What follows belongs to an exercise in optimizing a design on an open flow for small area, a short achievable clock period and few clock cycles per item; a production flow would make more cautious choices.
Function was checked by simulation only, so behaviour that the tests miss may differ from the original.
Power and IR drop assume default switching activity.

## red
==> flow/design.v <==
package vc_pkg;
   localparam int TAG_W    = 27;
   localparam int LINE_W   = 256;
   localparam int ENTRIES  = 8;
   localparam int VC_IDX_W = 3;
endpackage
import vc_pkg::*;
module vc_tag_match
(
   input  logic [ENTRIES-1:0]            valid_nx,   
   input  logic [ENTRIES-1:0]            wr_en,      
   input  logic [ENTRIES-1:0][TAG_W-1:0] tags,       
   input  logic [TAG_W-1:0]              wr_tag,     
   input  logic [TAG_W-1:0]              req_tag,
   output logic [ENTRIES-1:0]            match       
);
   logic wr_match;
   assign wr_match = (wr_tag == req_tag);
   always_comb begin
      for (int i = 0; i < ENTRIES; i++) begin
         match[i] = valid_nx[i] & (wr_en[i] ? wr_match : (tags[i] == req_tag));
      end
   end
endmodule
import vc_pkg::*;
module vc_ctrl
(
   input  logic                clk,
   input  logic                rst,
   input  logic                req_valid,
   output logic                req_ready,
   input  logic [TAG_W-1:0]    req_tag,
   input  logic                req_has_vic,
   input  logic [TAG_W-1:0]    vic_tag,
   input  logic [LINE_W-1:0]   vic_data,
   input  logic                vic_dirty,
   output logic                rsp_valid,
   input  logic                rsp_ready,
   output logic                rsp_hit,
   output logic [LINE_W-1:0]   rsp_data,
   output logic                rsp_dirty,
   output logic                wb_valid,
   input  logic                wb_ready,
   output logic [TAG_W-1:0]    wb_tag,
   output logic [LINE_W-1:0]   wb_data,
   output logic                acc_en,
   output logic [VC_IDX_W-1:0] acc_idx,
   input  logic [VC_IDX_W-1:0] lru_idx
);
   logic [ENTRIES-1:0]             valid_q, valid_d;
   logic [ENTRIES-1:0]             dirty_q, dirty_d;
   logic [ENTRIES-1:0][TAG_W-1:0]  tag_q;
   logic [ENTRIES-1:0][LINE_W-1:0] data_q;
   logic                           b_valid_q;     
   logic                           b_hv_q;        
   logic                           b_hit_q;
   logic                           b_use_lru_q;   
   logic [ENTRIES-1:0]             b_idx_oh_q;    
   logic [VC_IDX_W-1:0]            b_acc_idx_q;   
   logic                           b_vdirty_q;
   logic [TAG_W-1:0]               b_vtag_q;
   logic [LINE_W-1:0]              b_vdata_q;
   logic                           rsp_valid_q, rsp_hit_q, rsp_dirty_q;
   logic                           wb_valid_q;
   logic [TAG_W-1:0]               wb_tag_q;
   logic [LINE_W-1:0]              out_q;
   logic                           out_free, go, take;
   logic [ENTRIES-1:0]             lru_oh, sel_oh, we, clr;
   logic [TAG_W-1:0]               rd_tag;
   logic [LINE_W-1:0]              rd_data;
   logic                           rd_dirty, lru_dirty;
   logic [ENTRIES-1:0]             match_d, hit_oh_d, free_oh_d, idx_oh_d;
   logic                           hit_d, full_d, use_lru_d;
   logic [VC_IDX_W-1:0]            idx_d;
   assign out_free  = (~rsp_valid_q | rsp_ready) & (~wb_valid_q | wb_ready);
   assign go        = b_valid_q & out_free;
   assign req_ready = ~b_valid_q | out_free;
   assign take      = req_valid & req_ready;
   always_comb begin
      for (int i = 0; i < ENTRIES; i++) begin
         lru_oh[i] = (lru_idx == VC_IDX_W'(i));
      end
   end
   assign sel_oh  = b_use_lru_q ? lru_oh : b_idx_oh_q;
   assign we      = {ENTRIES{go & b_hv_q}} & sel_oh;
   assign clr     = {ENTRIES{go & b_hit_q & ~b_hv_q}} & b_idx_oh_q;
   assign valid_d = (valid_q & ~clr) | we;
   assign dirty_d = (dirty_q & ~clr & ~we) | (we & {ENTRIES{b_vdirty_q}});
   always_comb begin
      rd_data   = '0;
      rd_tag    = '0;
      rd_dirty  = 1'b0;
      lru_dirty = 1'b0;
      for (int i = 0; i < ENTRIES; i++) begin
         rd_data   = rd_data | ({LINE_W{sel_oh[i]}} & data_q[i]);
         rd_tag    = rd_tag  | ({TAG_W{sel_oh[i]}} & tag_q[i]);
         rd_dirty  = rd_dirty | (sel_oh[i] & dirty_q[i]);
         lru_dirty = lru_dirty | (lru_oh[i] & dirty_q[i]);
      end
   end
   vc_tag_match u_match (
      .valid_nx (valid_d),
      .wr_en    (we),
      .tags     (tag_q),
      .wr_tag   (b_vtag_q),
      .req_tag  (req_tag),
      .match    (match_d)
   );
   always_comb begin
      for (int i = 0; i < ENTRIES; i++) begin
         hit_oh_d[i]  = match_d[i] & ~|(match_d & ((ENTRIES'(1) << i) - ENTRIES'(1)));
         free_oh_d[i] = ~valid_d[i] & &(valid_d | ~((ENTRIES'(1) << i) - ENTRIES'(1)));
      end
   end
   assign hit_d    = |match_d;
   assign full_d   = &valid_d;
   assign idx_oh_d = hit_oh_d | ({ENTRIES{~hit_d}} & free_oh_d);
   assign use_lru_d = req_has_vic & ~hit_d & full_d;
   logic [VC_IDX_W-1:0] free_idx;
   logic [ENTRIES-1:0]  m;
   always_comb begin
      free_idx = '0;
      for (int i = 0; i < ENTRIES; i++) begin
         if (free_oh_d[i]) free_idx = free_idx | VC_IDX_W'(i);
      end
   end
   assign m = match_d;
   assign idx_d[2] = ~(m[0] | m[1] | m[2] | m[3]) & (m[4] | m[5] | m[6] | m[7] | free_idx[2]);
   assign idx_d[1] = ~(m[0] | m[1]) & ((m[2] | m[3]) | (~(m[4] | m[5]) & (m[6] | m[7] | free_idx[1])));
   assign idx_d[0] = (~m[0] & m[1])
                   | (~m[0] & ~m[2] & m[3])
                   | (~m[0] & ~m[2] & ~m[4] & m[5])
                   | (~m[0] & ~m[2] & ~m[4] & ~m[6] & (m[7] | free_idx[0]));
   always_ff @(posedge clk or negedge rst) begin
      if (!rst) begin
         valid_q     <= '0;
         dirty_q     <= '0;
         b_valid_q   <= 1'b0;
         b_hv_q      <= 1'b0;
         rsp_valid_q <= 1'b0;
         wb_valid_q  <= 1'b0;
      end else begin
         valid_q     <= valid_d;
         dirty_q     <= dirty_d;
         if (req_ready) begin
            b_valid_q <= req_valid;
            b_hv_q    <= req_valid & req_has_vic;
         end
         rsp_valid_q <= go | (rsp_valid_q & ~rsp_ready);
         wb_valid_q  <= (go & b_use_lru_q & lru_dirty) | (wb_valid_q & ~wb_ready);
      end
   end
   always_ff @(posedge clk) begin
      for (int i = 0; i < ENTRIES; i++) begin
         if (we[i]) begin
            tag_q[i]  <= b_vtag_q;
            data_q[i] <= b_vdata_q;
         end
      end
      b_use_lru_q <= (take & use_lru_d) | (~take & b_use_lru_q);
      b_acc_idx_q <= ({VC_IDX_W{take}} & idx_d) | ({VC_IDX_W{~take}} & b_acc_idx_q);
      if (take) begin
         b_hit_q     <= hit_d;
         b_idx_oh_q  <= idx_oh_d;
         b_vdirty_q  <= vic_dirty;
         b_vtag_q    <= vic_tag;
         b_vdata_q   <= vic_data;
      end
      if (go) begin
         rsp_hit_q   <= b_hit_q;
         rsp_dirty_q <= rd_dirty;
         wb_tag_q    <= rd_tag;
         out_q       <= rd_data;
      end
   end
   assign rsp_valid = rsp_valid_q;
   assign rsp_hit   = rsp_hit_q;
   assign rsp_dirty = rsp_dirty_q;
   assign rsp_data  = out_q;
   assign wb_valid  = wb_valid_q;
   assign wb_tag    = wb_tag_q;
   assign wb_data   = out_q;
   assign acc_en    = b_hv_q & out_free;
   assign acc_idx   = ({VC_IDX_W{b_use_lru_q}} & lru_idx) | b_acc_idx_q;
endmodule
clock: 6.0 ns
lec_check: 0
cap_margin: 20
core_margin: 2
core_utilization: 40
cts_cluster_diameter: 100
cts_cluster_size: 24
setup_slack_margin: 3.0
slew_margin: 20
standard.sh (not shown) runs the stock make flow with config.mk's settings and CLKGATE_MAP_FILE= SYNTH_SCRIPT=/design/flow/synth_recipe.tcl, a recipe that flattens the netlist after the stock synthesis.
==> flow/flow/run.sh <==
#!/bin/bash
# The standard layout, except that ports are buffered with a plain buf_1
# (the resizer still upsizes it where timing needs) instead of a delay cell,
# and the control ports are kept together (flow/io.tcl).
set -euo pipefail
here="$(cd "$(dirname "${BASH_SOURCE[0]}")/.." && pwd)"
cd "$here"
export BUFFER_PORTS_ARGS="-buffer_cell sky130_fd_sc_hd__buf_1"
export IO_CONSTRAINTS="$here/flow/io.tcl"
bash standard.sh finish > standard_make.log 2>&1
==> flow/flow/io.tcl <==
# Keep the ports of the short input-to-output and register-to-output control
# paths together, in the middle of the bottom edge.
set_io_pin_constraint -region bottom:230-290 -pin_names {
  lru_idx[0] lru_idx[1] lru_idx[2] acc_idx[0] acc_idx[1] acc_idx[2] acc_en
  req_ready req_valid rsp_ready wb_ready rsp_valid wb_valid
}
Testbench counts of red, summed over its fixed seeds: cycles 3,216, items 3,200.
--- input diff red..blue ---
Settings: removing CTS_CLUSTER_SIZE (formerly 24); removing CTS_CLUSTER_DIAMETER (formerly 100).
Results
blue finished every step from synthesis to the final layout, and the layout passed the timing, DRC and antenna checks.
red finished all stages; the layout is clean.
Cell area after layout for blue: 5.1% up relative to red
In the metrics for blue and red, the one carrying the higher share of total power in combinational logic is red.
| post-layout instance count excluding filler cells | blue vs red | 363 higher |
There was hardly any difference in largest stage delay on the critical path between red and blue.
Clock-cell share of area was higher in the run labelled blue.

==> port drivers added, routing unchanged <==
The results above use ideal ports. As a check the final layouts listed here were re-extracted and re-timed, cells and wires unchanged. Step 1 (the two cells are an assumption about what drives the block):
set clk [get_ports {clk}]
set_driving_cell -lib_cell sky130_fd_sc_hd__clkbuf_16 $clk
set_driving_cell -lib_cell sky130_fd_sc_hd__buf_2 [delete_from_list [all_inputs] $clk]
Step 2 times the ports against the registers' clock, not the clock port: input delays grow and output delays shrink by t, the midpoint of the rising clock arrivals with the driver on. Three values: no drivers, after step 1, after step 2; two values: the first two.
| run | t, ns | setup WS [ns] | hold WS [ns] | slew at the worst register clock pin (ns) | worst data-port slew with drivers (ns) |
|---|---|---|---|---|---|
| red | 0.888 | 2.810 / 2.761 / 2.049 | 0.372 / 0.321 / 0.542 | 0.10 / 0.10 | 0.16 |
| blue | 0.909 | 2.800 / 2.748 / 2.039 | 0.377 / 0.320 / 0.518 | 0.07 / 0.07 | 0.18 |
After both steps setup and hold are still met in every run listed.
